What follows belongs to an exercise in optimizing a design on an open flow for small area; a production flow would make more cautious choices. Only simulation tests tie the RTL to the original design; equivalence was not proved. Power figures rest on the tool's default switching activity, not on a simulated workload.

==> design.v <==
package rms_pkg;
    localparam int CNT_W  = 17;
    localparam int SUM_W  = 32;
    localparam int SQ_W   = 47;
endpackage
module running_mean_stddev #(
    parameter int MAX_COUNT   = 65536,
    parameter int FRAC_BITS   = 16
) (
    input  logic        aclk,
    input  logic        aresetn,
    input  logic        s_axis_tvalid,
    output logic        s_axis_tready,
    input  logic [15:0] s_axis_tdata,    
    input  logic        s_axis_tlast,
    output logic        m_axis_tvalid,
    input  logic        m_axis_tready,
    output logic [87:0] m_axis_tdata,    
    input  logic        psel,
    input  logic        penable,
    input  logic        pwrite,
    input  logic [1:0]  paddr,
    input  logic [31:0] pwdata,
    output logic [31:0] prdata,
    output logic        pready
);
    logic [16:0]        cnt;
    logic [31:0]        sum;
    logic [46:0]        sq;
    logic               ovf;
    logic               mode;
    logic               busy, valid;
    logic               accept, go, take;
    logic signed [15:0] xg;
    logic [2:0]         pc, pc_n;          
    logic [16:0]        cnt_n;
    logic [31:0]        sum_n;
    logic [46:0]        sq_n;
    logic               ovf_n;
    assign pready = 1'b1;
    assign prdata = {31'd0, mode};
    assign s_axis_tready = ~(s_axis_tlast & (busy | valid));
    assign accept = s_axis_tvalid & s_axis_tready;
    assign go     = accept & s_axis_tlast;
    assign take   = accept & ~cnt[16];
    assign xg     = take ? s_axis_tdata : 16'd0;
    rms_add #(.W(17)) u_cnt (.a(cnt), .b(17'd0), .ci(take), .s(cnt_n), .co());
    logic        sum_c16, sum_up, sum_dn;
    logic [15:0] sum_p1, sum_p0;
    rms_add #(.W(16)) u_sum (.a(sum[15:0]), .b(xg), .ci(1'b0), .s(sum_n[15:0]), .co(sum_c16));
    assign sum_up = sum_c16 & ~xg[15];
    assign sum_dn = ~sum_c16 & xg[15];
    assign sum_p1[0] = 1'b1;
    assign sum_p0[0] = 1'b1;
    for (genvar k = 1; k < 16; k++) begin : g_sum_hi
        assign sum_p1[k] = sum_p1[k-1] & sum[15+k];
        assign sum_p0[k] = sum_p0[k-1] & ~sum[15+k];
    end
    assign sum_n[31:16] = sum[31:16] ^ (({16{sum_up}} & sum_p1) | ({16{sum_dn}} & sum_p0));
    rms_sqacc u_sqacc (
        .a(xg), .sq(sq), .pc(pc), .sq_n(sq_n), .pc_n(pc_n)
    );
    assign ovf_n  = ovf | (accept & cnt[16]);
    always_ff @(posedge aclk) begin
        if (!aresetn || go) begin
            cnt <= '0;
            sum <= '0;
            sq  <= '0;
            pc  <= '0;
            ovf <= 1'b0;
        end else begin
            cnt <= cnt_n;
            sum <= sum_n;
            sq  <= sq_n;
            pc  <= pc_n;
            ovf <= ovf_n;
        end
    end
    always_ff @(posedge aclk) begin
        if (!aresetn) mode <= 1'b0;
        else if (psel && penable && pwrite && paddr == 2'd0) mode <= pwdata[0];
    end
    logic [7:0]  t, t_n;
    logic [16:0] N;
    logic        OVF, NEG;
    logic [15:0] RM;         
    logic [31:0] MB;         
    logic [63:0] X;          
    logic [33:0] R;
    logic [33:0] DR;         
    logic        brw, seen, mreg;
    logic [2:0]  PC;
    logic        qc;
    rms_add #(.W(8)) u_t (.a(t), .b(8'd0), .ci(1'b1), .s(t_n), .co());
    logic ph0, pY, pQ, pM, pD, pDiv, pSq, sqB, fin, tlastdiv;
    assign ph0  = busy & (t[7:6] == 2'b00);
    assign pY   = ph0 & ~t[5];
    assign pD   = ph0 & t[5] & (t[4:0] >= 5'd15);
    assign pQ   = ph0 & ~pD;
    assign pM   = busy & (t[7:5] == 3'b010);
    assign pDiv = busy & (t[7:6] == 2'b01);
    assign pSq  = busy & (t[7:6] == 2'b10);
    assign sqB  = t[0];
    assign tlastdiv = (t[5:0] == 6'd63);
    assign fin  = busy & (t == 8'd191);
    logic [31:0] mp_in;
    logic        m_eff;
    logic [16:0] nm_in;
    assign mp_in = sum_n ^ {32{sum_n[31]}};
    assign m_eff = mode & (cnt != 17'd0);
    assign nm_in = m_eff ? (cnt[16] ? 17'h0FFFF : cnt) : cnt_n;
    logic [31:0] mp;
    logic        s_nx, seen_nx, m_nx;
    assign mp      = {RM, MB[31:16]};
    assign s_nx    = mp[t_n[4:0]] ^ NEG;
    assign seen_nx = seen | mreg;
    assign m_nx    = s_nx ^ (NEG & seen_nx);
    logic inj, qb;
    assign inj  = (t == 8'd11 && PC[0]) || (t == 8'd22 && PC[1]) || (t == 8'd32 && PC[2]);
    assign qb   = X[0] ^ inj ^ qc;
    logic        bm, cmp;
    logic [33:0] bb, sa, rn;
    logic        ca, ge;
    logic [31:0] ya;
    assign bm  = mreg & pY;
    assign bb  = ph0 ? {2'b00, (bm ? mp : 32'd0)} : ~DR;
    rms_adds #(.W(34), .L(19)) u_sa (.a(R), .b(bb), .ci(ph0 ? (bm & NEG) : 1'b1),
                                     .s(sa), .co(ca));
    assign ya  = sa[31:0];
    assign ge  = ca;
    assign cmp = ge && !(pSq && !sqB);
    assign rn  = cmp ? sa : R;
    logic [15:0] xa_a;
    logic        xa_m;
    logic [16:0] r2m, ab_a, ab_b, xa;
    logic        gem;
    assign xa_a = pQ ? X[62:47] : DR[32:17];
    assign xa_m = pQ ? qb : DR[0];
    assign r2m  = {RM, MB[31]};
    assign ab_a = ph0 ? {1'b0, xa_a} : r2m;
    assign ab_b = ph0 ? (xa_m ? N : 17'd0) : ~N;
    rms_add #(.W(17)) u_xa (.a(ab_a), .b(ab_b), .ci(~ph0), .s(xa), .co(gem));
    logic xbit, ybit, abit, brw_n;
    assign xbit  = pQ ? xa[0] : X[47];
    assign ybit  = ya[0];
    assign abit  = xbit ^ ybit ^ brw;
    assign brw_n = (~xbit & (ybit | brw)) | (ybit & brw);
    always_ff @(posedge aclk) begin
        if (!aresetn) begin
            busy  <= 1'b0;
            valid <= 1'b0;
        end else begin
            if (go) busy <= 1'b1;
            else if (fin) busy <= 1'b0;
            if (fin) valid <= 1'b1;
            else if (m_axis_tready) valid <= 1'b0;
        end
    end
    always_ff @(posedge aclk) begin
        if (go) t <= '0;
        else t <= t_n;
    end
    always_ff @(posedge aclk) begin
        if (go) begin
            N   <= cnt_n;
            OVF <= ovf_n;
            NEG <= sum_n[31];
            PC  <= pc_n;
        end
    end
    always_ff @(posedge aclk) begin
        if (go) begin
            RM <= mp_in[31:16];
            MB <= {mp_in[15:0], (sum_n[31] & ~cnt[16]) ? ~cnt[15:0] : 16'd0};
        end else if (pM) begin
            RM <= gem ? xa[15:0] : r2m[15:0];
            MB <= {MB[30:0], gem ^ NEG};
        end
    end
    always_ff @(posedge aclk) begin
        if (go) begin
            seen <= 1'b0;
            mreg <= sum_n[0];
            brw  <= 1'b0;
            qc   <= 1'b0;
        end else if (ph0) begin
            qc <= (X[0] & inj) | (qc & (X[0] ^ inj));
            if (pY) begin
                seen <= seen_nx;
                mreg <= m_nx;
            end
            brw <= brw_n;
        end
    end
    always_ff @(posedge aclk) begin
        if (go) X <= {17'd0, sq_n};
        else if (pQ) X <= {1'b0, xa[16:1], pY & abit, X[46:1]};
        else if (pD) X <= {X[0], X[63:48], pY & abit, X[46:1]};
        else X <= {X[62:15], ge, X[13:0], X[63]};
    end
    always_ff @(posedge aclk) begin
        if (go) R <= '0;
        else if (ph0) R <= {1'b0, abit & ~pY, sa[32:2], (t[5:0] == 6'd63) ? X[15] : sa[1]};
        else if (pDiv && tlastdiv) R <= '0;
        else R <= {rn[32:0], X[13]};
    end
    always_ff @(posedge aclk) begin
        if (go) DR <= {17'd0, nm_in};
        else if (pD) DR <= {1'b0, xa, DR[16:1]};
        else if (pDiv && tlastdiv) DR <= 34'd1;
        else if (pSq && sqB) DR[33:2] <= {DR[32:2], ge};
    end
    assign m_axis_tvalid = valid;
    assign m_axis_tdata  = {5'd0,
                            OVF ? 2'd2 : (N[16:1] == 16'd0 ? 2'd1 : 2'd0),
                            N, DR[33:2], MB};
endmodule
module rms_add #(
    parameter int W = 8
) (
    input  logic [W-1:0] a,
    input  logic [W-1:0] b,
    input  logic         ci,
    output logic [W-1:0] s,
    output logic         co
);
    logic [W:0] c;
    assign c[0] = ci;
    for (genvar i = 0; i < W; i++) begin : g_bit
        assign s[i]   = a[i] ^ b[i] ^ c[i];
        assign c[i+1] = (a[i] & b[i]) | (c[i] & (a[i] ^ b[i]));
    end
    assign co = c[W];
endmodule
module rms_adds #(
    parameter int W = 32,
    parameter int L = 16
) (
    input  logic [W-1:0] a,
    input  logic [W-1:0] b,
    input  logic         ci,
    output logic [W-1:0] s,
    output logic         co
);
    logic         c_lo, co0;
    logic [W-L-1:0] u0;
    rms_add #(.W(L)) u_lo (.a(a[L-1:0]), .b(b[L-1:0]), .ci(ci), .s(s[L-1:0]), .co(c_lo));
    rms_add #(.W(W-L)) u_hi (.a(a[W-1:L]), .b(b[W-1:L]), .ci(1'b0), .s(u0), .co(co0));
    assign s[W-1:L] = u0 + {{(W-L-1){1'b0}}, c_lo};
    assign co = co0 | (c_lo & (&u0));
endmodule
module rms_sqacc (
    input  logic [15:0]   a,
    input  logic [46:0]   sq,
    input  logic [2:0]    pc,
    output logic [46:0]   sq_n,
    output logic [2:0]    pc_n
);
    wire l1 = (a[0]);
    wire l2 = (a[1]);
    wire l3 = (a[2]);
    wire l4 = (a[3]);
    wire l5 = (a[4]);
    wire l6 = (a[5]);
    wire l7 = (a[6]);
    wire l8 = (a[7]);
    wire l9 = (a[8]);
    wire l10 = (a[9]);
    wire l11 = (a[10]);
    wire l12 = (a[11]);
    wire l13 = (a[12]);
    wire l14 = (a[13]);
    wire l15 = (a[14]);
    wire l16 = (a[15]);
    wire l17 = (a[0] & a[1]);
    wire l18 = (a[0] & a[2]);
    wire l19 = (a[0] & a[3]);
    wire l20 = (a[0] & a[4]);
    wire l21 = (a[0] & a[5]);
    wire l22 = (a[0] & a[6]);
    wire l23 = (a[0] & a[7]);
    wire l24 = (a[0] & a[8]);
    wire l25 = (a[0] & a[9]);
    wire l26 = (a[0] & a[10]);
    wire l27 = (a[0] & a[11]);
    wire l28 = (a[0] & a[12]);
    wire l29 = (a[0] & a[13]);
    wire l30 = (a[0] & a[14]);
    wire l31 = (a[1] & a[2]);
    wire l32 = (a[1] & a[3]);
    wire l33 = (a[1] & a[4]);
    wire l34 = (a[1] & a[5]);
    wire l35 = (a[1] & a[6]);
    wire l36 = (a[1] & a[7]);
    wire l37 = (a[1] & a[8]);
    wire l38 = (a[1] & a[9]);
    wire l39 = (a[1] & a[10]);
    wire l40 = (a[1] & a[11]);
    wire l41 = (a[1] & a[12]);
    wire l42 = (a[1] & a[13]);
    wire l43 = (a[1] & a[14]);
    wire l44 = (a[2] & a[3]);
    wire l45 = (a[2] & a[4]);
    wire l46 = (a[2] & a[5]);
    wire l47 = (a[2] & a[6]);
    wire l48 = (a[2] & a[7]);
    wire l49 = (a[2] & a[8]);
    wire l50 = (a[2] & a[9]);
    wire l51 = (a[2] & a[10]);
    wire l52 = (a[2] & a[11]);
    wire l53 = (a[2] & a[12]);
    wire l54 = (a[2] & a[13]);
    wire l55 = (a[2] & a[14]);
    wire l56 = (a[3] & a[4]);
    wire l57 = (a[3] & a[5]);
    wire l58 = (a[3] & a[6]);
    wire l59 = (a[3] & a[7]);
    wire l60 = (a[3] & a[8]);
    wire l61 = (a[3] & a[9]);
    wire l62 = (a[3] & a[10]);
    wire l63 = (a[3] & a[11]);
    wire l64 = (a[3] & a[12]);
    wire l65 = (a[3] & a[13]);
    wire l66 = (a[3] & a[14]);
    wire l67 = (a[4] & a[5]);
    wire l68 = (a[4] & a[6]);
    wire l69 = (a[4] & a[7]);
    wire l70 = (a[4] & a[8]);
    wire l71 = (a[4] & a[9]);
    wire l72 = (a[4] & a[10]);
    wire l73 = (a[4] & a[11]);
    wire l74 = (a[4] & a[12]);
    wire l75 = (a[4] & a[13]);
    wire l76 = (a[4] & a[14]);
    wire l77 = (a[5] & a[6]);
    wire l78 = (a[5] & a[7]);
    wire l79 = (a[5] & a[8]);
    wire l80 = (a[5] & a[9]);
    wire l81 = (a[5] & a[10]);
    wire l82 = (a[5] & a[11]);
    wire l83 = (a[5] & a[12]);
    wire l84 = (a[5] & a[13]);
    wire l85 = (a[5] & a[14]);
    wire l86 = (a[6] & a[7]);
    wire l87 = (a[6] & a[8]);
    wire l88 = (a[6] & a[9]);
    wire l89 = (a[6] & a[10]);
    wire l90 = (a[6] & a[11]);
    wire l91 = (a[6] & a[12]);
    wire l92 = (a[6] & a[13]);
    wire l93 = (a[6] & a[14]);
    wire l94 = (a[7] & a[8]);
    wire l95 = (a[7] & a[9]);
    wire l96 = (a[7] & a[10]);
    wire l97 = (a[7] & a[11]);
    wire l98 = (a[7] & a[12]);
    wire l99 = (a[7] & a[13]);
    wire l100 = (a[7] & a[14]);
    wire l101 = (a[8] & a[9]);
    wire l102 = (a[8] & a[10]);
    wire l103 = (a[8] & a[11]);
    wire l104 = (a[8] & a[12]);
    wire l105 = (a[8] & a[13]);
    wire l106 = (a[8] & a[14]);
    wire l107 = (a[9] & a[10]);
    wire l108 = (a[9] & a[11]);
    wire l109 = (a[9] & a[12]);
    wire l110 = (a[9] & a[13]);
    wire l111 = (a[9] & a[14]);
    wire l112 = (a[10] & a[11]);
    wire l113 = (a[10] & a[12]);
    wire l114 = (a[10] & a[13]);
    wire l115 = (a[10] & a[14]);
    wire l116 = (a[11] & a[12]);
    wire l117 = (a[11] & a[13]);
    wire l118 = (a[11] & a[14]);
    wire l119 = (a[12] & a[13]);
    wire l120 = (a[12] & a[14]);
    wire l121 = (a[13] & a[14]);
    wire l122 = (~(a[15] & a[0]));
    wire l123 = (~(a[15] & a[1]));
    wire l124 = (~(a[15] & a[2]));
    wire l125 = (~(a[15] & a[3]));
    wire l126 = (~(a[15] & a[4]));
    wire l127 = (~(a[15] & a[5]));
    wire l128 = (~(a[15] & a[6]));
    wire l129 = (~(a[15] & a[7]));
    wire l130 = (~(a[15] & a[8]));
    wire l131 = (~(a[15] & a[9]));
    wire l132 = (~(a[15] & a[10]));
    wire l133 = (~(a[15] & a[11]));
    wire l134 = (~(a[15] & a[12]));
    wire l135 = (~(a[15] & a[13]));
    wire l136 = (~(a[15] & a[14]));
    wire s137 = sq[16] ^ l9 ^ l43;
    wire c138 = (sq[16] & l9) | (l43 & (sq[16] ^ l9));
    wire s139 = sq[10] ^ l6;
    wire c140 = sq[10] & l6;
    wire s141 = sq[11] ^ l26;
    wire c142 = sq[11] & l26;
    wire s143 = sq[12] ^ l7 ^ l27;
    wire c144 = (sq[12] & l7) | (l27 & (sq[12] ^ l7));
    wire s145 = l39 ^ l50;
    wire c146 = l39 & l50;
    wire s147 = sq[13] ^ l28 ^ l40;
    wire c148 = (sq[13] & l28) | (l40 & (sq[13] ^ l28));
    wire s149 = l51 ^ l61;
    wire c150 = l51 & l61;
    wire s151 = sq[14] ^ l8 ^ l29;
    wire c152 = (sq[14] & l8) | (l29 & (sq[14] ^ l8));
    wire s153 = l41 ^ l52 ^ l62;
    wire c154 = (l41 & l52) | (l62 & (l41 ^ l52));
    wire s155 = l71 ^ l79;
    wire c156 = l71 & l79;
    wire s157 = sq[15] ^ l30 ^ l42;
    wire c158 = (sq[15] & l30) | (l42 & (sq[15] ^ l30));
    wire s159 = l53 ^ l63 ^ l72;
    wire c160 = (l53 & l63) | (l72 & (l53 ^ l63));
    wire s161 = l80 ^ l87;
    wire c162 = l80 & l87;
    wire s163 = s137 ^ l54 ^ l64;
    wire c164 = (s137 & l54) | (l64 & (s137 ^ l54));
    wire s165 = l73 ^ l81 ^ l88;
    wire c166 = (l73 & l81) | (l88 & (l73 ^ l81));
    wire s167 = l94 ^ l122 ^ 1'b1;
    wire c168 = (l94 & l122) | (1'b1 & (l94 ^ l122));
    wire s169 = sq[17] ^ l55 ^ l65;
    wire c170 = (sq[17] & l55) | (l65 & (sq[17] ^ l55));
    wire s171 = l74 ^ l82 ^ l89;
    wire c172 = (l74 & l82) | (l89 & (l74 ^ l82));
    wire s173 = l95 ^ l123 ^ c138;
    wire c174 = (l95 & l123) | (c138 & (l95 ^ l123));
    wire s175 = sq[18] ^ l10 ^ l66;
    wire c176 = (sq[18] & l10) | (l66 & (sq[18] ^ l10));
    wire s177 = l75 ^ l83 ^ l90;
    wire c178 = (l75 & l83) | (l90 & (l75 ^ l83));
    wire s179 = l96 ^ l101 ^ l124;
    wire c180 = (l96 & l101) | (l124 & (l96 ^ l101));
    wire s181 = sq[19] ^ l76 ^ l84;
    wire c182 = (sq[19] & l76) | (l84 & (sq[19] ^ l76));
    wire s183 = l91 ^ l97 ^ l102;
    wire c184 = (l91 & l97) | (l102 & (l91 ^ l97));
    wire s185 = sq[20] ^ l11 ^ l85;
    wire c186 = (sq[20] & l11) | (l85 & (sq[20] ^ l11));
    wire s187 = l92 ^ l98 ^ l103;
    wire c188 = (l92 & l98) | (l103 & (l92 ^ l98));
    wire s189 = sq[21] ^ l93 ^ l99;
    wire c190 = (sq[21] & l93) | (l99 & (sq[21] ^ l93));
    wire s191 = sq[22] ^ l12 ^ l100;
    wire c192 = (sq[22] & l12) | (l100 & (sq[22] ^ l12));
    wire s193 = sq[6] ^ l4;
    wire c194 = sq[6] & l4;
    wire s195 = sq[7] ^ l22;
    wire c196 = sq[7] & l22;
    wire s197 = sq[8] ^ l5 ^ l23;
    wire c198 = (sq[8] & l5) | (l23 & (sq[8] ^ l5));
    wire s199 = l35 ^ l46;
    wire c200 = l35 & l46;
    wire s201 = sq[9] ^ l24 ^ l36;
    wire c202 = (sq[9] & l24) | (l36 & (sq[9] ^ l24));
    wire s203 = l47 ^ l57;
    wire c204 = l47 & l57;
    wire s205 = s139 ^ l25 ^ l37;
    wire c206 = (s139 & l25) | (l37 & (s139 ^ l25));
    wire s207 = l48 ^ l58 ^ l67;
    wire c208 = (l48 & l58) | (l67 & (l48 ^ l58));
    wire s209 = s141 ^ l38 ^ l49;
    wire c210 = (s141 & l38) | (l49 & (s141 ^ l38));
    wire s211 = l59 ^ l68 ^ c140;
    wire c212 = (l59 & l68) | (c140 & (l59 ^ l68));
    wire s213 = s143 ^ s145 ^ l60;
    wire c214 = (s143 & s145) | (l60 & (s143 ^ s145));
    wire s215 = l69 ^ l77 ^ c142;
    wire c216 = (l69 & l77) | (c142 & (l69 ^ l77));
    wire s217 = s147 ^ s149 ^ l70;
    wire c218 = (s147 & s149) | (l70 & (s147 ^ s149));
    wire s219 = l78 ^ c144 ^ c146;
    wire c220 = (l78 & c144) | (c146 & (l78 ^ c144));
    wire s221 = s151 ^ s153 ^ s155;
    wire c222 = (s151 & s153) | (s155 & (s151 ^ s153));
    wire s223 = l86 ^ c148 ^ c150;
    wire c224 = (l86 & c148) | (c150 & (l86 ^ c148));
    wire s225 = s157 ^ s159 ^ s161;
    wire c226 = (s157 & s159) | (s161 & (s157 ^ s159));
    wire s227 = c152 ^ c154 ^ c156;
    wire c228 = (c152 & c154) | (c156 & (c152 ^ c154));
    wire s229 = s163 ^ s165 ^ s167;
    wire c230 = (s163 & s165) | (s167 & (s163 ^ s165));
    wire s231 = c158 ^ c160 ^ c162;
    wire c232 = (c158 & c160) | (c162 & (c158 ^ c160));
    wire s233 = s169 ^ s171 ^ s173;
    wire c234 = (s169 & s171) | (s173 & (s169 ^ s171));
    wire s235 = c164 ^ c166 ^ c168;
    wire c236 = (c164 & c166) | (c168 & (c164 ^ c166));
    wire s237 = s175 ^ s177 ^ s179;
    wire c238 = (s175 & s177) | (s179 & (s175 ^ s177));
    wire s239 = c170 ^ c172 ^ c174;
    wire c240 = (c170 & c172) | (c174 & (c170 ^ c172));
    wire s241 = s181 ^ s183 ^ l125;
    wire c242 = (s181 & s183) | (l125 & (s181 ^ s183));
    wire s243 = c176 ^ c178 ^ c180;
    wire c244 = (c176 & c178) | (c180 & (c176 ^ c178));
    wire s245 = s185 ^ s187 ^ l107;
    wire c246 = (s185 & s187) | (l107 & (s185 ^ s187));
    wire s247 = l126 ^ c182 ^ c184;
    wire c248 = (l126 & c182) | (c184 & (l126 ^ c182));
    wire s249 = s189 ^ l104 ^ l108;
    wire c250 = (s189 & l104) | (l108 & (s189 ^ l104));
    wire s251 = l127 ^ c186 ^ c188;
    wire c252 = (l127 & c186) | (c188 & (l127 ^ c186));
    wire s253 = s191 ^ l105 ^ l109;
    wire c254 = (s191 & l105) | (l109 & (s191 ^ l105));
    wire s255 = l112 ^ l128 ^ c190;
    wire c256 = (l112 & l128) | (c190 & (l112 ^ l128));
    wire s257 = sq[23] ^ l106 ^ l110;
    wire c258 = (sq[23] & l106) | (l110 & (sq[23] ^ l106));
    wire s259 = l113 ^ l129 ^ c192;
    wire c260 = (l113 & l129) | (c192 & (l113 ^ l129));
    wire s261 = sq[24] ^ l13 ^ l111;
    wire c262 = (sq[24] & l13) | (l111 & (sq[24] ^ l13));
    wire s263 = l114 ^ l116 ^ l130;
    wire c264 = (l114 & l116) | (l130 & (l114 ^ l116));
    wire s265 = sq[25] ^ l115 ^ l117;
    wire c266 = (sq[25] & l115) | (l117 & (sq[25] ^ l115));
    wire s267 = sq[26] ^ l14 ^ l118;
    wire c268 = (sq[26] & l14) | (l118 & (sq[26] ^ l14));
    wire s269 = sq[4] ^ l3;
    wire c270 = sq[4] & l3;
    wire s271 = sq[5] ^ l20;
    wire c272 = sq[5] & l20;
    wire s273 = s193 ^ l21 ^ l33;
    wire c274 = (s193 & l21) | (l33 & (s193 ^ l21));
    wire s275 = s195 ^ l34 ^ l45;
    wire c276 = (s195 & l34) | (l45 & (s195 ^ l34));
    wire s277 = s197 ^ s199 ^ l56;
    wire c278 = (s197 & s199) | (l56 & (s197 ^ s199));
    wire s279 = s201 ^ s203 ^ c198;
    wire c280 = (s201 & s203) | (c198 & (s201 ^ s203));
    wire s281 = s205 ^ s207 ^ c202;
    wire c282 = (s205 & s207) | (c202 & (s205 ^ s207));
    wire s283 = s209 ^ s211 ^ c206;
    wire c284 = (s209 & s211) | (c206 & (s209 ^ s211));
    wire s285 = s213 ^ s215 ^ c210;
    wire c286 = (s213 & s215) | (c210 & (s213 ^ s215));
    wire s287 = s217 ^ s219 ^ c214;
    wire c288 = (s217 & s219) | (c214 & (s217 ^ s219));
    wire s289 = s221 ^ s223 ^ c218;
    wire c290 = (s221 & s223) | (c218 & (s221 ^ s223));
    wire s291 = s225 ^ s227 ^ c222;
    wire c292 = (s225 & s227) | (c222 & (s225 ^ s227));
    wire s293 = s229 ^ s231 ^ c226;
    wire c294 = (s229 & s231) | (c226 & (s229 ^ s231));
    wire s295 = s233 ^ s235 ^ c230;
    wire c296 = (s233 & s235) | (c230 & (s233 ^ s235));
    wire s297 = s237 ^ s239 ^ c234;
    wire c298 = (s237 & s239) | (c234 & (s237 ^ s239));
    wire s299 = s241 ^ s243 ^ c238;
    wire c300 = (s241 & s243) | (c238 & (s241 ^ s243));
    wire s301 = s245 ^ s247 ^ c242;
    wire c302 = (s245 & s247) | (c242 & (s245 ^ s247));
    wire s303 = s249 ^ s251 ^ c246;
    wire c304 = (s249 & s251) | (c246 & (s249 ^ s251));
    wire s305 = s253 ^ s255 ^ c250;
    wire c306 = (s253 & s255) | (c250 & (s253 ^ s255));
    wire s307 = s257 ^ s259 ^ c254;
    wire c308 = (s257 & s259) | (c254 & (s257 ^ s259));
    wire s309 = s261 ^ s263 ^ c258;
    wire c310 = (s261 & s263) | (c258 & (s261 ^ s263));
    wire s311 = s265 ^ l131 ^ c262;
    wire c312 = (s265 & l131) | (c262 & (s265 ^ l131));
    wire s313 = s267 ^ l119 ^ l132;
    wire c314 = (s267 & l119) | (l132 & (s267 ^ l119));
    wire s315 = sq[27] ^ l120 ^ l133;
    wire c316 = (sq[27] & l120) | (l133 & (sq[27] ^ l120));
    wire s317 = sq[28] ^ l15 ^ l121;
    wire c318 = (sq[28] & l15) | (l121 & (sq[28] ^ l15));
    wire s319 = sq[2] ^ l2;
    wire c320 = sq[2] & l2;
    wire s321 = sq[3] ^ l18;
    wire c322 = sq[3] & l18;
    wire s323 = s269 ^ l19 ^ l31;
    wire c324 = (s269 & l19) | (l31 & (s269 ^ l19));
    wire s325 = s271 ^ l32 ^ c270;
    wire c326 = (s271 & l32) | (c270 & (s271 ^ l32));
    wire s327 = s273 ^ l44 ^ c272;
    wire c328 = (s273 & l44) | (c272 & (s273 ^ l44));
    wire s329 = s275 ^ c194 ^ c274;
    wire c330 = (s275 & c194) | (c274 & (s275 ^ c194));
    wire s331 = s277 ^ c196 ^ c276;
    wire c332 = (s277 & c196) | (c276 & (s277 ^ c196));
    wire s333 = s279 ^ c200 ^ c278;
    wire c334 = (s279 & c200) | (c278 & (s279 ^ c200));
    wire s335 = s281 ^ c204 ^ c280;
    wire c336 = (s281 & c204) | (c280 & (s281 ^ c204));
    wire s337 = s283 ^ c208 ^ c282;
    wire c338 = (s283 & c208) | (c282 & (s283 ^ c208));
    wire s339 = s285 ^ c212 ^ c284;
    wire c340 = (s285 & c212) | (c284 & (s285 ^ c212));
    wire s341 = s287 ^ c216 ^ c286;
    wire c342 = (s287 & c216) | (c286 & (s287 ^ c216));
    wire s343 = s289 ^ c220 ^ c288;
    wire c344 = (s289 & c220) | (c288 & (s289 ^ c220));
    wire s345 = s291 ^ c224 ^ c290;
    wire c346 = (s291 & c224) | (c290 & (s291 ^ c224));
    wire s347 = s293 ^ c228 ^ c292;
    wire c348 = (s293 & c228) | (c292 & (s293 ^ c228));
    wire s349 = s295 ^ c232 ^ c294;
    wire c350 = (s295 & c232) | (c294 & (s295 ^ c232));
    wire s351 = s297 ^ c236 ^ c296;
    wire c352 = (s297 & c236) | (c296 & (s297 ^ c236));
    wire s353 = s299 ^ c240 ^ c298;
    wire c354 = (s299 & c240) | (c298 & (s299 ^ c240));
    wire s355 = s301 ^ c244 ^ c300;
    wire c356 = (s301 & c244) | (c300 & (s301 ^ c244));
    wire s357 = s303 ^ c248 ^ c302;
    wire c358 = (s303 & c248) | (c302 & (s303 ^ c248));
    wire s359 = s305 ^ c252 ^ c304;
    wire c360 = (s305 & c252) | (c304 & (s305 ^ c252));
    wire s361 = s307 ^ c256 ^ c306;
    wire c362 = (s307 & c256) | (c306 & (s307 ^ c256));
    wire s363 = s309 ^ c260 ^ c308;
    wire c364 = (s309 & c260) | (c308 & (s309 ^ c260));
    wire s365 = s311 ^ c264 ^ c310;
    wire c366 = (s311 & c264) | (c310 & (s311 ^ c264));
    wire s367 = s313 ^ c266 ^ c312;
    wire c368 = (s313 & c266) | (c312 & (s313 ^ c266));
    wire s369 = s315 ^ c268 ^ c314;
    wire c370 = (s315 & c268) | (c314 & (s315 ^ c268));
    wire s371 = s317 ^ l134 ^ c316;
    wire c372 = (s317 & l134) | (c316 & (s317 ^ l134));
    wire s373 = sq[29] ^ l135 ^ c318;
    wire c374 = (sq[29] & l135) | (c318 & (sq[29] ^ l135));
    wire s375 = sq[30] ^ l16 ^ l136;
    wire c376 = (sq[30] & l16) | (l136 & (sq[30] ^ l16));
    wire s377 = sq[31] ^ 1'b1;
    wire c378 = sq[31] & 1'b1;
    wire s379 = sq[32] ^ 1'b1;
    wire c380 = sq[32] & 1'b1;
    wire s381 = sq[33] ^ 1'b1;
    wire c382 = sq[33] & 1'b1;
    wire s383 = sq[34] ^ 1'b1;
    wire c384 = sq[34] & 1'b1;
    wire s385 = sq[35] ^ 1'b1;
    wire c386 = sq[35] & 1'b1;
    wire s387 = sq[36] ^ 1'b1;
    wire c388 = sq[36] & 1'b1;
    wire s389 = sq[37] ^ 1'b1;
    wire c390 = sq[37] & 1'b1;
    wire s391 = sq[38] ^ 1'b1;
    wire c392 = sq[38] & 1'b1;
    wire s393 = sq[39] ^ 1'b1;
    wire c394 = sq[39] & 1'b1;
    wire s395 = sq[40] ^ 1'b1;
    wire c396 = sq[40] & 1'b1;
    wire s397 = sq[41] ^ 1'b1;
    wire c398 = sq[41] & 1'b1;
    wire s399 = sq[42] ^ 1'b1;
    wire c400 = sq[42] & 1'b1;
    wire s401 = sq[43] ^ 1'b1;
    wire c402 = sq[43] & 1'b1;
    wire s403 = sq[44] ^ 1'b1;
    wire c404 = sq[44] & 1'b1;
    wire s405 = sq[45] ^ 1'b1;
    wire c406 = sq[45] & 1'b1;
    wire s407 = sq[46] ^ 1'b1;
    wire c408 = sq[46] & 1'b1;
    wire s409 = sq[0] ^ l1;
    wire c410 = sq[0] & l1;
    wire s411 = sq[1] ^ c410;
    wire c412 = sq[1] & c410;
    wire s413 = s319 ^ l17 ^ c412;
    wire c414 = (s319 & l17) | (c412 & (s319 ^ l17));
    wire s415 = s321 ^ c320 ^ c414;
    wire c416 = (s321 & c320) | (c414 & (s321 ^ c320));
    wire s417 = s323 ^ c322 ^ c416;
    wire c418 = (s323 & c322) | (c416 & (s323 ^ c322));
    wire s419 = s325 ^ c324 ^ c418;
    wire c420 = (s325 & c324) | (c418 & (s325 ^ c324));
    wire s421 = s327 ^ c326 ^ c420;
    wire c422 = (s327 & c326) | (c420 & (s327 ^ c326));
    wire s423 = s329 ^ c328 ^ c422;
    wire c424 = (s329 & c328) | (c422 & (s329 ^ c328));
    wire s425 = s331 ^ c330 ^ c424;
    wire c426 = (s331 & c330) | (c424 & (s331 ^ c330));
    wire s427 = s333 ^ c332 ^ c426;
    wire c428 = (s333 & c332) | (c426 & (s333 ^ c332));
    wire s429 = s335 ^ c334 ^ c428;
    wire c430 = (s335 & c334) | (c428 & (s335 ^ c334));
    wire s431 = s337 ^ c336 ^ pc[0];
    wire c432 = (s337 & c336) | (pc[0] & (s337 ^ c336));
    wire s433 = s339 ^ c338 ^ c432;
    wire c434 = (s339 & c338) | (c432 & (s339 ^ c338));
    wire s435 = s341 ^ c340 ^ c434;
    wire c436 = (s341 & c340) | (c434 & (s341 ^ c340));
    wire s437 = s343 ^ c342 ^ c436;
    wire c438 = (s343 & c342) | (c436 & (s343 ^ c342));
    wire s439 = s345 ^ c344 ^ c438;
    wire c440 = (s345 & c344) | (c438 & (s345 ^ c344));
    wire s441 = s347 ^ c346 ^ c440;
    wire c442 = (s347 & c346) | (c440 & (s347 ^ c346));
    wire s443 = s349 ^ c348 ^ c442;
    wire c444 = (s349 & c348) | (c442 & (s349 ^ c348));
    wire s445 = s351 ^ c350 ^ c444;
    wire c446 = (s351 & c350) | (c444 & (s351 ^ c350));
    wire s447 = s353 ^ c352 ^ c446;
    wire c448 = (s353 & c352) | (c446 & (s353 ^ c352));
    wire s449 = s355 ^ c354 ^ c448;
    wire c450 = (s355 & c354) | (c448 & (s355 ^ c354));
    wire s451 = s357 ^ c356 ^ c450;
    wire c452 = (s357 & c356) | (c450 & (s357 ^ c356));
    wire s453 = s359 ^ c358 ^ pc[1];
    wire c454 = (s359 & c358) | (pc[1] & (s359 ^ c358));
    wire s455 = s361 ^ c360 ^ c454;
    wire c456 = (s361 & c360) | (c454 & (s361 ^ c360));
    wire s457 = s363 ^ c362 ^ c456;
    wire c458 = (s363 & c362) | (c456 & (s363 ^ c362));
    wire s459 = s365 ^ c364 ^ c458;
    wire c460 = (s365 & c364) | (c458 & (s365 ^ c364));
    wire s461 = s367 ^ c366 ^ c460;
    wire c462 = (s367 & c366) | (c460 & (s367 ^ c366));
    wire s463 = s369 ^ c368 ^ c462;
    wire c464 = (s369 & c368) | (c462 & (s369 ^ c368));
    wire s465 = s371 ^ c370 ^ c464;
    wire c466 = (s371 & c370) | (c464 & (s371 ^ c370));
    wire s467 = s373 ^ c372 ^ c466;
    wire c468 = (s373 & c372) | (c466 & (s373 ^ c372));
    wire s469 = s375 ^ c374 ^ c468;
    wire c470 = (s375 & c374) | (c468 & (s375 ^ c374));
    wire s471 = s377 ^ c376 ^ c470;
    wire c472 = (s377 & c376) | (c470 & (s377 ^ c376));
    wire s473 = s379 ^ c378 ^ pc[2];
    wire c474 = (s379 & c378) | (pc[2] & (s379 ^ c378));
    wire s475 = s381 ^ c380 ^ c474;
    wire c476 = (s381 & c380) | (c474 & (s381 ^ c380));
    wire s477 = s383 ^ c382 ^ c476;
    wire c478 = (s383 & c382) | (c476 & (s383 ^ c382));
    wire s479 = s385 ^ c384 ^ c478;
    wire c480 = (s385 & c384) | (c478 & (s385 ^ c384));
    wire s481 = s387 ^ c386 ^ c480;
    wire c482 = (s387 & c386) | (c480 & (s387 ^ c386));
    wire s483 = s389 ^ c388 ^ c482;
    wire c484 = (s389 & c388) | (c482 & (s389 ^ c388));
    wire s485 = s391 ^ c390 ^ c484;
    wire c486 = (s391 & c390) | (c484 & (s391 ^ c390));
    wire s487 = s393 ^ c392 ^ c486;
    wire c488 = (s393 & c392) | (c486 & (s393 ^ c392));
    wire s489 = s395 ^ c394 ^ c488;
    wire c490 = (s395 & c394) | (c488 & (s395 ^ c394));
    wire s491 = s397 ^ c396 ^ c490;
    wire c492 = (s397 & c396) | (c490 & (s397 ^ c396));
    wire s493 = s399 ^ c398 ^ c492;
    wire c494 = (s399 & c398) | (c492 & (s399 ^ c398));
    wire s495 = s401 ^ c400 ^ c494;
    wire c496 = (s401 & c400) | (c494 & (s401 ^ c400));
    wire s497 = s403 ^ c402 ^ c496;
    wire c498 = (s403 & c402) | (c496 & (s403 ^ c402));
    wire s499 = s405 ^ c404 ^ c498;
    wire c500 = (s405 & c404) | (c498 & (s405 ^ c404));
    wire s501 = s407 ^ c406 ^ c500;
    wire c502 = (s407 & c406) | (c500 & (s407 ^ c406));
    assign sq_n[0] = s409;
    assign sq_n[1] = s411;
    assign sq_n[2] = s413;
    assign sq_n[3] = s415;
    assign sq_n[4] = s417;
    assign sq_n[5] = s419;
    assign sq_n[6] = s421;
    assign sq_n[7] = s423;
    assign sq_n[8] = s425;
    assign sq_n[9] = s427;
    assign sq_n[10] = s429;
    assign sq_n[11] = s431;
    assign sq_n[12] = s433;
    assign sq_n[13] = s435;
    assign sq_n[14] = s437;
    assign sq_n[15] = s439;
    assign sq_n[16] = s441;
    assign sq_n[17] = s443;
    assign sq_n[18] = s445;
    assign sq_n[19] = s447;
    assign sq_n[20] = s449;
    assign sq_n[21] = s451;
    assign sq_n[22] = s453;
    assign sq_n[23] = s455;
    assign sq_n[24] = s457;
    assign sq_n[25] = s459;
    assign sq_n[26] = s461;
    assign sq_n[27] = s463;
    assign sq_n[28] = s465;
    assign sq_n[29] = s467;
    assign sq_n[30] = s469;
    assign sq_n[31] = s471;
    assign sq_n[32] = s473;
    assign sq_n[33] = s475;
    assign sq_n[34] = s477;
    assign sq_n[35] = s479;
    assign sq_n[36] = s481;
    assign sq_n[37] = s483;
    assign sq_n[38] = s485;
    assign sq_n[39] = s487;
    assign sq_n[40] = s489;
    assign sq_n[41] = s491;
    assign sq_n[42] = s493;
    assign sq_n[43] = s495;
    assign sq_n[44] = s497;
    assign sq_n[45] = s499;
    assign sq_n[46] = s501;
    assign pc_n[0] = c430;
    assign pc_n[1] = c452;
    assign pc_n[2] = c472;
endmodule
==> flow/run.sh <==
#!/bin/bash
# The standard layout (standard.sh) with these changes:
#  - after the standard synthesis, flow/invopt.py removes inverters around the
#    full adders (a full adder is self-dual) and merges gate+inverter pairs
#    into complement gates; then flow/reabc.py has Yosys map the
#    combinational cells again with the synthesis's own ABC command, while
#    registers, full/half adders and tie cells stay as they are;
#  - each port's buffer is the smallest buffer cell (every port still gets its
#    own buffer);
#  - the constant outputs share one tie cell per value (no tie fanout repair);
#  - clock tree synthesis inserts no dummy loads and uses clkbuf_8 with
#    clusters of at most 18 sinks.
# Logs here: synth_make.log, invopt.log, reabc.log, flow_make.log; each
# tool's full log is under orfs/logs/.
set -euo pipefail
RES="$PWD/orfs/results/$FLOW_PLATFORM/running_mean_stddev/base"
LOGS="$PWD/orfs/logs/$FLOW_PLATFORM/running_mean_stddev/base"
YOSYS="$FLOW_HOME/../tools/install/yosys/bin/yosys"
bash standard.sh "$RES/1_2_yosys.v" > synth_make.log 2>&1
cp "$RES/1_2_yosys.v" "$RES/1_2_yosys.std.v"
python3 flow/invopt.py "$RES/1_2_yosys.std.v" "$RES/1_2_yosys.inv.v" > invopt.log 2>&1
python3 flow/reabc.py "$LOGS/1_2_yosys.log" "$RES/1_2_yosys.inv.v" "$RES/1_2_yosys.abc.v" "$FLOW_TOP" > reabc.ys
"$YOSYS" -s reabc.ys > reabc.log 2>&1
cp "$RES/1_2_yosys.abc.v" "$RES/1_2_yosys.v"
export SKIP_REPAIR_TIE_FANOUT=1
export BUFFER_PORTS_ARGS="-buffer_cell sky130_fd_sc_hd__buf_1"
export CTS_ARGS="-sink_clustering_enable -repair_clock_nets -dont_use_dummy_load -buf_list sky130_fd_sc_hd__clkbuf_8 -sink_clustering_size 18 -sink_clustering_max_diameter 60"
bash standard.sh finish > flow_make.log 2>&1
==> flow/invopt.py <==
#!/usr/bin/env python3
"""Remove inverters around full adders in a Yosys-written gate netlist.

A full adder is self-dual: FA(~a, ~b, ~c) = (~sum, ~cout). The script strips
every inverter, chooses for each full adder whether it runs on true or on
complemented values so that as few nets as possible need a complement, then
puts back one inverter per net whose complement some pin needs. Then a gate
whose only load is an inverter is replaced by its complement gate (nand2 and
inverter become and2, and so on). Registers stay as they are, and the netlist
does the same as before.

usage: invopt.py IN.v OUT.v
"""
import random
import re
import sys
from collections import defaultdict

INV_RE = re.compile(r"sky130_fd_sc_hd__(inv|clkinv)_\d+$")
FA_RE = re.compile(r"sky130_fd_sc_hd__fa_\d+$")
OUT_PINS = {"X", "Y", "Q", "Q_N", "SUM", "COUT", "HI", "LO"}
FA_IN = ("A", "B", "CIN")
FA_OUT = ("SUM", "COUT")

src = open(sys.argv[1]).read()
m = re.search(r"\bmodule\s+(\S+)\s*\((.*?)\);", src, re.S)
body_start = m.end()
body_end = src.rindex("endmodule")
header = src[:body_start]
body = src[body_start:body_end]

cell_re = re.compile(r"^(\s*)(sky130_fd_sc_hd__\w+)\s+(\S+)\s*\((.*?)\);[ \t]*$", re.S | re.M)
pin_re = re.compile(r"\.(\w+)\(\s*(.*?)\s*\)\s*(?:,|$)", re.S)


def norm(n):
    return n.replace(" ", "")


cells = {}
order = []
other = []
pos = 0
for cm in cell_re.finditer(body):
    other.append(body[pos:cm.start()])
    pos = cm.end()
    typ, name, pins = cm.group(2), cm.group(3), cm.group(4)
    cells[name] = [typ, {p: norm(n) for p, n in pin_re.findall(pins)}]
    order.append(name)
    other.append(None)
other.append(body[pos:])

# nets read by assign statements or that are ports: keep their values exactly
fixed = set()
for piece in other:
    if piece is None:
        continue
    for am in re.finditer(r"assign\s+(.*?)\s*=\s*(.*?);", piece, re.S):
        for side in am.groups():
            for tok in re.findall(r"(\\\S+|[A-Za-z_][\w$]*(?:\s*\[\d+(?::\d+)?\])?)", side):
                fixed.add(norm(tok))
for p in re.findall(r"\b(?:input|output|inout)\b[^;]*?(\\\S+|\w+)\s*;", body):
    fixed.add(p)


def is_fixed(n):
    return n in fixed or re.sub(r"\[\d+\]$", "", n) in fixed


drv = {}
for name, (typ, pm) in cells.items():
    for p, n in pm.items():
        if p in OUT_PINS:
            drv[n] = (name, p)


def root(n):
    """(root net, parity) through any chain of inverters."""
    par = 0
    seen = set()
    while True:
        d = drv.get(n)
        if d is None or not INV_RE.match(cells[d[0]][0]) or d[0] in seen:
            return n, par
        seen.add(d[0])
        n = cells[d[0]][1]["A"]
        par ^= 1


inv_cells = [c for c, (t, _) in cells.items() if INV_RE.match(t)]
# every load pin of a non-inverter cell, and every fixed net, as (root, parity)
pins = []          # (cell or None, pin, root, parity)
for name, (typ, pm) in cells.items():
    if INV_RE.match(typ):
        continue
    for p, n in pm.items():
        if p in OUT_PINS or n.startswith("1'"):
            continue
        r, par = root(n)
        pins.append((name, p, r, par))
fixed_drv = []     # fixed nets driven by inverters: keep a driver for them
for c in inv_cells:
    y = cells[c][1]["Y"]
    if is_fixed(y):
        r, par = root(y)
        pins.append((None, y, r, par))

fas = [c for c, (t, _) in cells.items() if FA_RE.match(t)]
fa_idx = {c: i for i, c in enumerate(fas)}
src_fa = {}        # root net -> fa index driving it
for c in fas:
    for p in FA_OUT:
        src_fa[cells[c][1][p]] = fa_idx[c]

pol = [0] * len(fas)
need = defaultdict(int)      # root -> number of pins that need its complement
by_fa = defaultdict(list)    # fa index -> pin indices it affects


def req(i):
    c, p, r, par = pins[i]
    v = par
    if c is not None and c in fa_idx and p in FA_IN:
        v ^= pol[fa_idx[c]]
    if r in src_fa:
        v ^= pol[src_fa[r]]
    return v


for i, (c, p, r, par) in enumerate(pins):
    if c is not None and c in fa_idx and p in FA_IN:
        by_fa[fa_idx[c]].append(i)
    if r in src_fa:
        by_fa[src_fa[r]].append(i)
    need[r] += req(i)


def cost():
    return sum(1 for r, k in need.items() if k > 0)


def delta(f):
    """Change in cost if full adder f flips."""
    d = defaultdict(int)
    for i in by_fa[f]:
        c, p, r, par = pins[i]
        # a pin touched twice (FA output feeding the same FA) flips twice
        d[r] += 1 - 2 * req(i)
    dc = 0
    for r, k in d.items():
        # pins counted twice in by_fa contribute twice, which nets out below
        old = need[r]
        new = old + k
        dc += (new > 0) - (old > 0)
    return dc, d


def apply(f, d):
    for i in by_fa[f]:
        pass
    for r, k in d.items():
        need[r] += k
    pol[f] ^= 1


# pins that appear twice in by_fa[f] (an FA output looping into the same FA)
# would be counted twice by delta; those do not occur in adder trees, but guard
for f, lst in by_fa.items():
    if len(lst) != len(set(lst)):
        by_fa[f] = list(dict.fromkeys(lst))
        for i in set(lst):
            c, p, r, par = pins[i]
            if (c is not None and c in fa_idx and fa_idx[c] == f and p in FA_IN
                    and r in src_fa and src_fa[r] == f):
                by_fa[f].remove(i)     # its requirement does not change

start = cost()
best = start
best_pol = list(pol)
import math
rng = random.Random(1)
cur = start
T0, T1, SW = 2.0, 0.05, 400
for sweep in range(SW):
    temp = T0 * (T1 / T0) ** (sweep / (SW - 1))
    idx = list(range(len(fas)))
    rng.shuffle(idx)
    for f in idx:
        dc, d = delta(f)
        if dc <= 0 or rng.random() < math.exp(-dc / temp):
            apply(f, d)
            cur += dc
            if cur < best:
                best = cur
                best_pol = list(pol)
pol[:] = best_pol
need.clear()
for i in range(len(pins)):
    need[pins[i][2]] += req(i)
sys.stderr.write(f"invopt: {len(inv_cells)} inverters before, {cost()} after, {sum(pol)} of {len(fas)} adders flipped\n")

# ---- rebuild --------------------------------------------------------------------
for c in inv_cells:
    del cells[c]
uid = [0]


def fresh(tag):
    uid[0] += 1
    return f"_invopt_{tag}{uid[0]}_"


# flipped adders drive new nets carrying the complement of the old root nets
flipped_out = {}   # root -> new net driven by a flipped adder (carries ~root)
for f, c in enumerate(fas):
    if pol[f]:
        for p in FA_OUT:
            r = cells[c][1][p]
            nn = fresh("n")
            cells[c][1][p] = nn
            flipped_out[r] = nn
new_cells = []
t_made = set()
c_made = {}


def add_cell(typ, a, y):
    name = fresh("i")
    cells[name] = [typ, {"A": a, "X" if "buf" in typ else "Y": y}]
    new_cells.append(name)


def T(r):
    """A net carrying the root's own value."""
    if r in flipped_out and r not in t_made:
        add_cell("sky130_fd_sc_hd__inv_1", flipped_out[r], r)
        t_made.add(r)
    return r


def C(r):
    """A net carrying the root's complement."""
    if r in flipped_out:
        return flipped_out[r]
    if r not in c_made:
        nn = fresh("n")
        add_cell("sky130_fd_sc_hd__inv_1", r, nn)
        c_made[r] = nn
    return c_made[r]


for i, (c, p, r, par) in enumerate(pins):
    if c is None:
        # fixed net p must carry root ^ par
        if r in flipped_out:
            add_cell("sky130_fd_sc_hd__buf_1" if par else "sky130_fd_sc_hd__inv_1", flipped_out[r], p)
        else:
            add_cell("sky130_fd_sc_hd__inv_1" if par else "sky130_fd_sc_hd__buf_1", r, p)
        continue
    want = par
    if c in fa_idx and p in FA_IN:
        want ^= pol[fa_idx[c]]
    cells[c][1][p] = C(r) if want else T(r)
order.extend(new_cells)

# ---- peephole: a gate whose only load is an inverter becomes its complement ----
COMP = {
    "nand2_1": ("and2_1", "X"), "and2_1": ("nand2_1", "Y"), "and2_0": ("nand2_1", "Y"),
    "nor2_1": ("or2_1", "X"), "or2_1": ("nor2_1", "Y"), "or2_0": ("nor2_1", "Y"),
    "nand3_1": ("and3_1", "X"), "and3_1": ("nand3_1", "Y"),
    "nor3_1": ("or3_1", "X"), "or3_1": ("nor3_1", "Y"),
    "nand4_1": ("and4_1", "X"), "and4_1": ("nand4_1", "Y"),
    "xor2_1": ("xnor2_1", "Y"), "xnor2_1": ("xor2_1", "X"),
}
PFX = "sky130_fd_sc_hd__"
n_peep = 0
changed = True
while changed:
    changed = False
    drv2 = {}
    lds = defaultdict(list)
    for name, (typ, pm) in cells.items():
        for p, n in pm.items():
            if p in OUT_PINS:
                drv2[n] = name
            else:
                lds[n].append(name)
    for name in list(cells):
        if name not in cells:
            continue
        typ, pm = cells[name]
        if not INV_RE.match(typ):
            continue
        a = pm["A"]
        d = drv2.get(a)
        if d is None or d not in cells:
            continue
        dt, dpm = cells[d]
        base = dt[len(PFX):]
        if base not in COMP or is_fixed(a) or len(lds[a]) != 1:
            continue
        out_old = "Y" if "Y" in dpm else "X"
        newt, out_new = COMP[base]
        y = pm["Y"]
        del dpm[out_old]
        dpm[out_new] = y
        cells[d][0] = PFX + newt
        del cells[name]
        n_peep += 1
        changed = True
        break
sys.stderr.write(f"invopt: {n_peep} gate+inverter pairs merged\n")

new_wires = sorted({n for _, pm in cells.values() for n in pm.values() if n.startswith("_invopt")})
res = [header, "\n"] + [f"  wire {w};\n" for w in new_wires]
oi = 0
emitted = set()


def emit(name):
    typ, pm = cells[name]
    pstr = ",\n".join(f"    .{p}({n}{' ' if n.startswith(chr(92)) else ''})" for p, n in pm.items())
    return f"  {typ} {name} (\n{pstr}\n  );"


for piece in other:
    if piece is not None:
        res.append(piece)
    else:
        name = order[oi]
        oi += 1
        if name in cells:
            res.append(emit(name))
            emitted.add(name)
for name in order:
    if name in cells and name not in emitted:
        res.append(emit(name) + "\n")
res.append(src[body_end:])
open(sys.argv[2], "w").write("".join(res))
==> flow/reabc.py <==
#!/usr/bin/env python3
"""Write a Yosys script that maps a gate netlist's combinational cells again
with the same ABC command the standard synthesis ran (its script, liberty,
dont-use list, driver/load constraints and period, read from the synthesis
log), while every register, full adder, half adder and tie cell stays as it is
(a black box); then tie cells and pass-through buffers go in as in ORFS's
synthesis.

usage: reabc.py SYNTH_LOG IN.v OUT.v TOP > script.ys
"""
import re
import shlex
import sys

log, src, dst, top = sys.argv[1:5]
abc_cmd = None
for line in open(log):
    if line.startswith("abc -script "):
        abc_cmd = line.strip()
if abc_cmd is None:
    sys.exit("no abc command in " + log)
args = shlex.split(abc_cmd)
libs = [args[i + 1] for i, a in enumerate(args) if a == "-liberty"]
used = set(re.findall(r"\b(sky130_fd_sc_hd__\w+)\s+\S+\s*\(", open(src).read()))
keep = sorted(c for c in used if re.search(r"__(df|edf|sdf|dl|fa_|ha_|conb)", c))
for lib in libs:
    print(f"read_liberty -ignore_miss_func {lib}")
for c in keep:
    print(f"setattr -mod -set blackbox 1 {c}")
print(f"read_verilog {src}")
print(f"hierarchy -check -top {top}")
print("flatten")
print("opt_clean -purge")
print(abc_cmd)
print("splitnets")
print("opt_clean -purge")
print("hilomap -singleton -hicell sky130_fd_sc_hd__conb_1 HI -locell sky130_fd_sc_hd__conb_1 LO")
print("insbuf -buf sky130_fd_sc_hd__buf_4 A X")
print("opt_clean -purge")
print(f"write_verilog -noattr -nohex -nodec {dst}")
==> standard.sh <==
#!/bin/bash
# synth_recipe.tcl (not shown) runs the flow's synth.tcl, then flattens the netlist and writes it again
# the make line also repeats each setting of config.mk as NAME=value (left out here)
make -C /OpenROAD-flow-scripts/flow DESIGN_CONFIG=/design/flow/config.mk WORK_HOME=/design/flow/orfs CLKGATE_MAP_FILE= SYNTH_SCRIPT=/design/flow/synth_recipe.tcl "${@:-finish}"
==> config.mk <==
export PLATFORM = sky130hd
export DESIGN_NAME = running_mean_stddev
export DESIGN_NICKNAME = running_mean_stddev
export VERILOG_FILES = /design/flow/design.v
export SDC_FILE = /design/flow/constraint.sdc
export NUM_CORES = 4
export LEC_CHECK = 0
export CAP_MARGIN = 20
export CORE_MARGIN = 2
export CORE_UTILIZATION = 40
export SLEW_MARGIN = 20
==> constraint.sdc <==
create_clock -name core_clock -period 11.0 [get_ports {aclk}]
set_input_delay 2.2000 -clock core_clock [delete_from_list [all_inputs] [get_ports {aclk}]]
set_output_delay 2.2000 -clock core_clock [all_outputs]
set_load 0.01 [all_outputs]
==> flow_summary_export.csv, run 1 <==
group,metric,value,unit
status,outcome,"finished clean",
sta,fin_crit,10.49,ns
clocking,cts_setup_buffers,0,
global_routing,antenna_found_initial,0,
placed_design,dp_hpwl,41500,µm
clocking,htreeDepth,1,
setup_path,critPathBufInv,3,
placed_design,portBuffers,112,
floorplan,die_h,231,µm
hold_path,holdCritStartpoint,"X[11]",
placed_design,place_worst_setup_slack,-0.235,ns
clocking,cts.repair.resized,0,
floorplan,die_area,0.0534,mm²
synthesis,syn_area,0.0206,mm²
routing,firstDrtPassIters,5,
sta,rsz0062_at_grt,"false",
setup_path,worstSetupEndpointType,"flop",
placed_design,place_area,0.0209,mm²
routing,drcViolationCount,0,
finish,syn2layout_area_growth,3.39,%
power,p_per_area,221,mW/mm²
clocking,cts.reportedPaths.clkPinSlew,0.11,ns
setup_path,start_kind,"input port",
routing,vias_per_cell,5.51,
synthesis,synth.avg_cell_area,9.89,µm²
sta,setup_slack,0.513,ns
routing,vias,14900,
global_routing,grt_max_degree,103,
floorplan,start_util,40.4,%
setup_path,cp_data_arrival_time,10.84,ns
global_routing,grt_overflow,0,
setup_path,cp_common_cell,"fa_1",
floorplan,num_rows,83,
sta,fmax,95.4,MHz
synthesis,yosys_warnings,1,
finish,layoutNonFillerInstCount,2696,
finish,stdcell_area,0.0213,mm²
setup_path,criticalPathCategory,"input port to flop",
finish,n_fill_cell,4957,
synthesis,synth_cells,2086,
routing,drtAntennaViolNets,0,
setup_path,crit_required,11.35,ns
setup_path,crit_slowest_cell,"fa_1",
hold_path,worst_hold_path_type,"flop to flop",
setup_path,worstSetupStartpoint,"s_axis_tlast",
setup_path,crit_path_max_fanout,12,
finish,nets,2339,
global_routing,track_usage,21.3,%
floorplan,ios,181,
placed_design,dpl.cell_count,2666,
setup_path,critPathTopFamily,"adder cells",
clocking,cts.sinks,317,
placed_design,gp_congestion,0.888,
clocking,cts_buffers,30,
sta,finalSetupViolCount,0,
flow_run,maxCapViolations,0,
finish,n_antenna_cell,0,
sta,worst_pin_slew,0.983,ns
clocking,cts_max_path_buffers,3,
clocking,cts_root_buffer,"clkbuf_8",
sta,drv_slew,0,
finish,drive_above_1_share,6.00,%
synthesis,synth_nets,2407,
routing,wl,56100,µm
floorplan,coreArea,0.0511,mm²
setup_path,r2r_start,"busy",
clocking,insertion_delay,0.66,ns
sta,finalHoldViolations,0,
power,total_leakage_power,9.40,nW
routing,dr.first_iter.drc_count,1209,
global_routing,grt_pass1_vias,15200,
routing,avgRoutedWirePerCell,20.8,µm
sta,finalCritPeriodShare,95.3,%
sta,skew,0.0847,ns
clocking,cts_hold_buf,0,
global_routing,grt_pass1_wl,89300,µm
setup_path,max_stage_delay,0.47,ns
sta,tns,0,ns
power,vdd_drop_max,92.8,µV
floorplan,die_w,231,µm
sta,max-slew-margin-rel,34.5,%
clocking,cts_tree,"built",
## layout by cell type (no fill, tap or decap), types with 13 or more instances in the layout
cell type  count
buf_1        111
fa_1         212
ha_1          47
and2_1        23
o211a_1       16
a222oi_1      19
o211ai_1      19
mux2i_1       31
dfxtp_1      229
o21ai_0       60
xnor2_1       26
xor2_1        36
inv_1         79
nand3_1       17
nand2_1      272
nor2_1       161
a31oi_1       34
and3_1       162
nand2b_1      18
o22ai_1       18
a32oi_1       13
edfxtp_1      88
buf_4         52
a21oi_1       90
clkbuf_8      30
## report_power, final
| part | switching [mW] | internal [mW] |
|---|---|---|
| Sequential | 0.209 | 1.50 |
| Combinational | 1.28 | 1.08 |
| Clock | 0.398 | 0.241 |
| Total | 1.88 | 2.83 |
## cell type report
class	instances	area (µm²)	area share (%)
inverter	81	309	1.45
timing repair buffer	165	832	3.90
sequential	317	7230	33.9
tap	680	851	3.99
clock buffer	30	413	1.94
multi-input combinational	1423	11700	54.8
## path summary, 6_finish.rpt
| kind | to | slack (ns) | depth (start not counted) |
|---|---|---|---|
| worst max register to register | R[14] | 0.59 | 31 |
| worst max-delay path | RM[2] | 0.51 | 30 |
| worst min register to register | X[12] | 0.44 | 2 |
| worst min-delay path | X[12] | 0.44 | 2 |
## tightest hold or removal path: stages, from the launching register on
cell	delay, ns
dfxtp_1	0.31
nand2_1	0.06
a31oi_1	0.08
## stage by stage
step           util, %  total power, mW  hold slack [ns]
2_1_floorplan        -             3.48            0.432
3_3_place_gp      40.9             4.04            0.440
3_5_place_dp      40.9             4.11            0.450
4_1_cts           41.7             4.76            0.446
5_1_grt           41.7             5.16            0.480
6_report          41.7             4.71            0.442
## sequential cells by signal, indices dropped and copies added, names as in the netlist, 17 cells and up
signal	flops
DR	34
X	64
sum	32
R	34
N	17
sq	47
MB	32
cnt	17
## layer usage
metal	wire length, µm	GRT usage [%]	share of wire, %
met1	25000	30.4	45
met3	3630	3.03	6.5
met4	1960	7.20	3.5
met5	0	0	0
met2	25400	33.3	45
==> run 2: changes to the inputs <==
--- a/flow/run.sh
+++ b/flow/run.sh
@@ -4,6 +4,7 @@
 #    full adders (a full adder is self-dual) and merges gate+inverter pairs
 #    into complement gates; then flow/reabc.py has Yosys map the
-#    combinational cells again with the synthesis's own ABC command, while
-#    registers, full/half adders and tie cells stay as they are;
+#    combinational cells again with the synthesis's own ABC command minus its
+#    buffering and sizing (the layout's repair does those), while registers,
+#    full/half adders and tie cells stay as they are;
 #  - each port's buffer is the smallest buffer cell (every port still gets its
 #    own buffer);
@@ -20,5 +21,5 @@
 cp "$RES/1_2_yosys.v" "$RES/1_2_yosys.std.v"
 python3 flow/invopt.py "$RES/1_2_yosys.std.v" "$RES/1_2_yosys.inv.v" > invopt.log 2>&1
-python3 flow/reabc.py "$LOGS/1_2_yosys.log" "$RES/1_2_yosys.inv.v" "$RES/1_2_yosys.abc.v" "$FLOW_TOP" > reabc.ys
+python3 flow/reabc.py --nobuf "$LOGS/1_2_yosys.log" "$RES/1_2_yosys.inv.v" "$RES/1_2_yosys.abc.v" "$FLOW_TOP" > reabc.ys
 "$YOSYS" -s reabc.ys > reabc.log 2>&1
 cp "$RES/1_2_yosys.abc.v" "$RES/1_2_yosys.v"
--- a/flow/reabc.py
+++ b/flow/reabc.py
@@ -7,5 +7,8 @@
 synthesis.
 
-usage: reabc.py SYNTH_LOG IN.v OUT.v TOP > script.ys
+With --nobuf the ABC script's buffering and gate sizing commands are left
+out (the layout's own repair sizes and buffers the gates).
+
+usage: reabc.py [--nobuf] SYNTH_LOG IN.v OUT.v TOP > script.ys
 """
 import re
@@ -13,5 +16,7 @@
 import sys
 
-log, src, dst, top = sys.argv[1:5]
+NOBUF = "--nobuf" in sys.argv
+argv = [a for a in sys.argv[1:] if a != "--nobuf"]
+log, src, dst, top = argv[:4]
 abc_cmd = None
 for line in open(log):
@@ -21,4 +26,13 @@
     sys.exit("no abc command in " + log)
 args = shlex.split(abc_cmd)
+if NOBUF:
+    import os
+    i = args.index("-script")
+    keep_lines = [l for l in open(args[i + 1])
+                  if not re.match(r"\s*(buffer|topo|stime|upsize|dnsize)\b", l)]
+    scr = os.path.join(os.path.dirname(os.path.abspath(dst)), "reabc_nobuf.script")
+    open(scr, "w").write("".join(keep_lines))
+    args[i + 1] = scr
+    abc_cmd = " ".join(shlex.quote(a) for a in args)
 libs = [args[i + 1] for i, a in enumerate(args) if a == "-liberty"]
 used = set(re.findall(r"\b(sky130_fd_sc_hd__\w+)\s+\S+\s*\(", open(src).read()))
==> run 2 against run 1 <==
Effect of this change: still clean; non-clock buffer count down 8; sequential power is essentially flat; worst hold slack lost 0.0023 ns; global-route usage up 0.84 points; register-to-register slack better by 0.08 ns; setup slack better by 0.16 ns; clock power increased by 8.3%; synthesized cell count shrank 7.0%; maximum frequency rose by 1.6%; critical endpoint is now R[7].
==> flow_summary_export.csv, run 2 <==
group,metric,value,unit
routing,vias,15000,
clocking,cts_hold_buf,0,
clocking,cts.sinks,317,
clocking,cts_root_buffer,"clkbuf_8",
synthesis,synth_nets,2261,
finish,multiInputGateArea,0.0118,mm²
sta,tns,0,ns
finish,layout_commonest_cell,"nand2_1",
floorplan,ios,181,
routing,avgRoutedWirePerCell,20.8,µm
routing,wl,55600,µm
floorplan,die_area,0.0518,mm²
placed_design,dpl.cell_count,2642,
finish,syn2layout_area_growth,6.98,%
sta,finalSetupViolCount,0,
finish,postLayoutCoreUtil,43.5,%
sta,skew,0.0782,ns
synthesis,syn_area,0.0200,mm²
sta,finalCritPeriodShare,93.9,%
global_routing,grt_pass1_wl,88200,µm
routing,drtAntennaViolNets,0,
status,outcome,"finished clean",
setup_path,criticalPathCategory,"flop to flop",
synthesis,yosys_warnings,1,
placed_design,portBuffers,112,
global_routing,grt_overflow,0,
clocking,cts_setup_buffers,0,
sta,drv_slew,0,
placed_design,dp_hpwl,40200,µm
clocking,cts_max_path_buffers,3,
setup_path,cp_data_arrival_time,10.81,ns
flow_run,maxCapViolations,0,
power,p_per_area,223,mW/mm²
setup_path,start_kind,"flop",
sta,max-slew-margin-rel,27.5,%
finish,nets,2335,
global_routing,track_usage,22.2,%
setup_path,critPathTopFamily,"adder cells",
finish,n_fill_cell,4746,
sta,fmax,96.8,MHz
floorplan,die_h,228,µm
global_routing,antenna_found_initial,1,
hold_path,worst_hold_path_type,"flop to flop",
power,vdd_drop_max,102,µV
finish,final_cell_mix,"nand2_1 (272), dfxtp_1 (227), fa_1 (192)",
finish,largest_reg_flops,64,
finish,regArea,0.00723,mm²
setup_path,cp_common_cell,"fa_2",
power,total_leakage_power,9.06,nW
floorplan,coreArea,0.0492,mm²
finish,drive_above_1_share,6.46,%
clocking,cts.reportedPaths.clkPinSlew,0.09,ns
floorplan,num_rows,81,
sta,hold_ws,0.440,ns
placed_design,gp_congestion,0.860,
global_routing,grt_pass1_vias,15000,
sta,rsz0062_at_grt,"false",
setup_path,reg2reg_slack,0.67,ns
floorplan,die_w,228,µm
setup_path,worstSetupEndpointType,"flop",
sta,finalHoldViolations,0,
synthesis,synth.avg_cell_area,10.3,µm²
global_routing,grt_max_degree,96,
routing,firstDrtPassIters,6,
sta,worst_pin_slew,1.09,ns
floorplan,start_util,40.7,%
synthesis,synth_cells,1940,
clocking,cts.repair.resized,0,
setup_path,critPathBufInv,3,
sta,fin_crit,10.33,ns
setup_path,crit_slowest_cell,"and4_1",
clocking,cts_tree,"built",
routing,dr.first_iter.drc_count,1250,
finish,regMostFlops,"X",
clocking,htreeDepth,2,
routing,drcViolationCount,0,
clocking,cts_buffers,34,
clocking,insertion_delay,0.62,ns
routing,vias_per_cell,5.61,
setup_path,crit_path_max_fanout,95,
finish,layoutNonFillerInstCount,2677,
finish,biggestRegsByFlops,"X: 64 flops, sq: 47 flops",
setup_path,crit_required,11.48,ns
setup_path,max_stage_delay,0.53,ns
-- run 2: path summary, 6_finish.rpt --
kind                 to  start  cells after the start
setup / recovery   R[7]   busy                     29
hold / removal    X[20]  X[21]                      2
setup reg to reg   R[7]   busy                     29
hold reg to reg   X[20]  X[21]                      2
-- run 2: report_power, final --
| part | switching (mW) | internal (mW) |
|---|---|---|
| Combinational | 1.28 | 1.09 |
| Clock | 0.415 | 0.277 |
| Sequential | 0.209 | 1.50 |
| Total | 1.91 | 2.87 |
-- run 2: area by class of cell --
type	instances	share of cell area [%]
Clock buffer	34	2.19
Inverter	81	1.56
Tap cell	664	3.88
Sequential cell	317	33.8
Antenna cell	1	0.0117
Timing Repair Buffer	157	3.61
Multi-Input combinational cell	1423	55.0
-- run 2: through the flow --
step                      cell area, µm²  setup WS, ns  power [mW]
after floorplan                    20200        0.0240        3.47
after global placement             20900         0.211        4.03
after detailed placement           20900         0.113        4.11
after CTS                          21400         0.713        4.83
after global routing               21400         0.284        5.22
final                              21400         0.674        4.78
-- run 2: worst reg2reg max path: cells and delay by family, from the launching register on --
| kind | cells | cell delay, ns |
|---|---|---|
| AND/OR/NAND/NOR | 4 | 1.27 |
| adder cells (fa/ha/maj) | 19 | 7.10 |
| buffers and inverters | 3 | 0.66 |
| AO/OA/AOI/OAI | 3 | 0.75 |
| flip-flops | 1 | 0.42 |
-- run 2: per-layer routing --
metal | wire [µm] | vias to the layer above | GRT usage [%]
li1 | - | 6859 | -
met1 | 24200 | 7550 | 31.1
met2 | 25400 | 522 | 34.7
met3 | 4360 | 90 | 4.11
met4 | 1600 | 0 | 7.19
met5 | 0 | - | 0

re-timing with driven ports:
No port has a modelled driver above. Below, the same layouts with a new extraction and two added sets of constraints.
Step 1 (the two cells are an assumption about what drives the block):
set clk [get_ports {aclk}]
set_driving_cell -lib_cell sky130_fd_sc_hd__clkbuf_16 $clk
set_driving_cell -lib_cell sky130_fd_sc_hd__buf_2 [delete_from_list [all_inputs] $clk]
Step 2, shift: input delay + t, output delay - t, t = (earliest + latest rising clock arrival at the registers) / 2. This alone moves slack from input paths to output paths.
Three values: ideal ports, drivers, drivers and shift; two values: the first two.
| run | t, ns | setup WS [ns] | worst hold slack (ns) | worst setup path after step 2 | slew at the worst register clock pin (ns) |
|---|---|---|---|---|---|
| run 1 | 0.669 | 0.513 / 0.527 / -0.142 | 0.442 / 0.442 / 0.442 | input to register | 0.11 / 0.11 |
| run 2 | 0.629 | 0.674 / 0.674 / 0.167 | 0.440 / 0.440 / 0.440 | input to register | 0.11 / 0.11 |
With both steps, setup timing fails in run 1, where it was met with ideal ports. For run 1, which loses most, drivers alone change the setup slack by +0.014 ns; drivers and shift together by -0.655 ns.
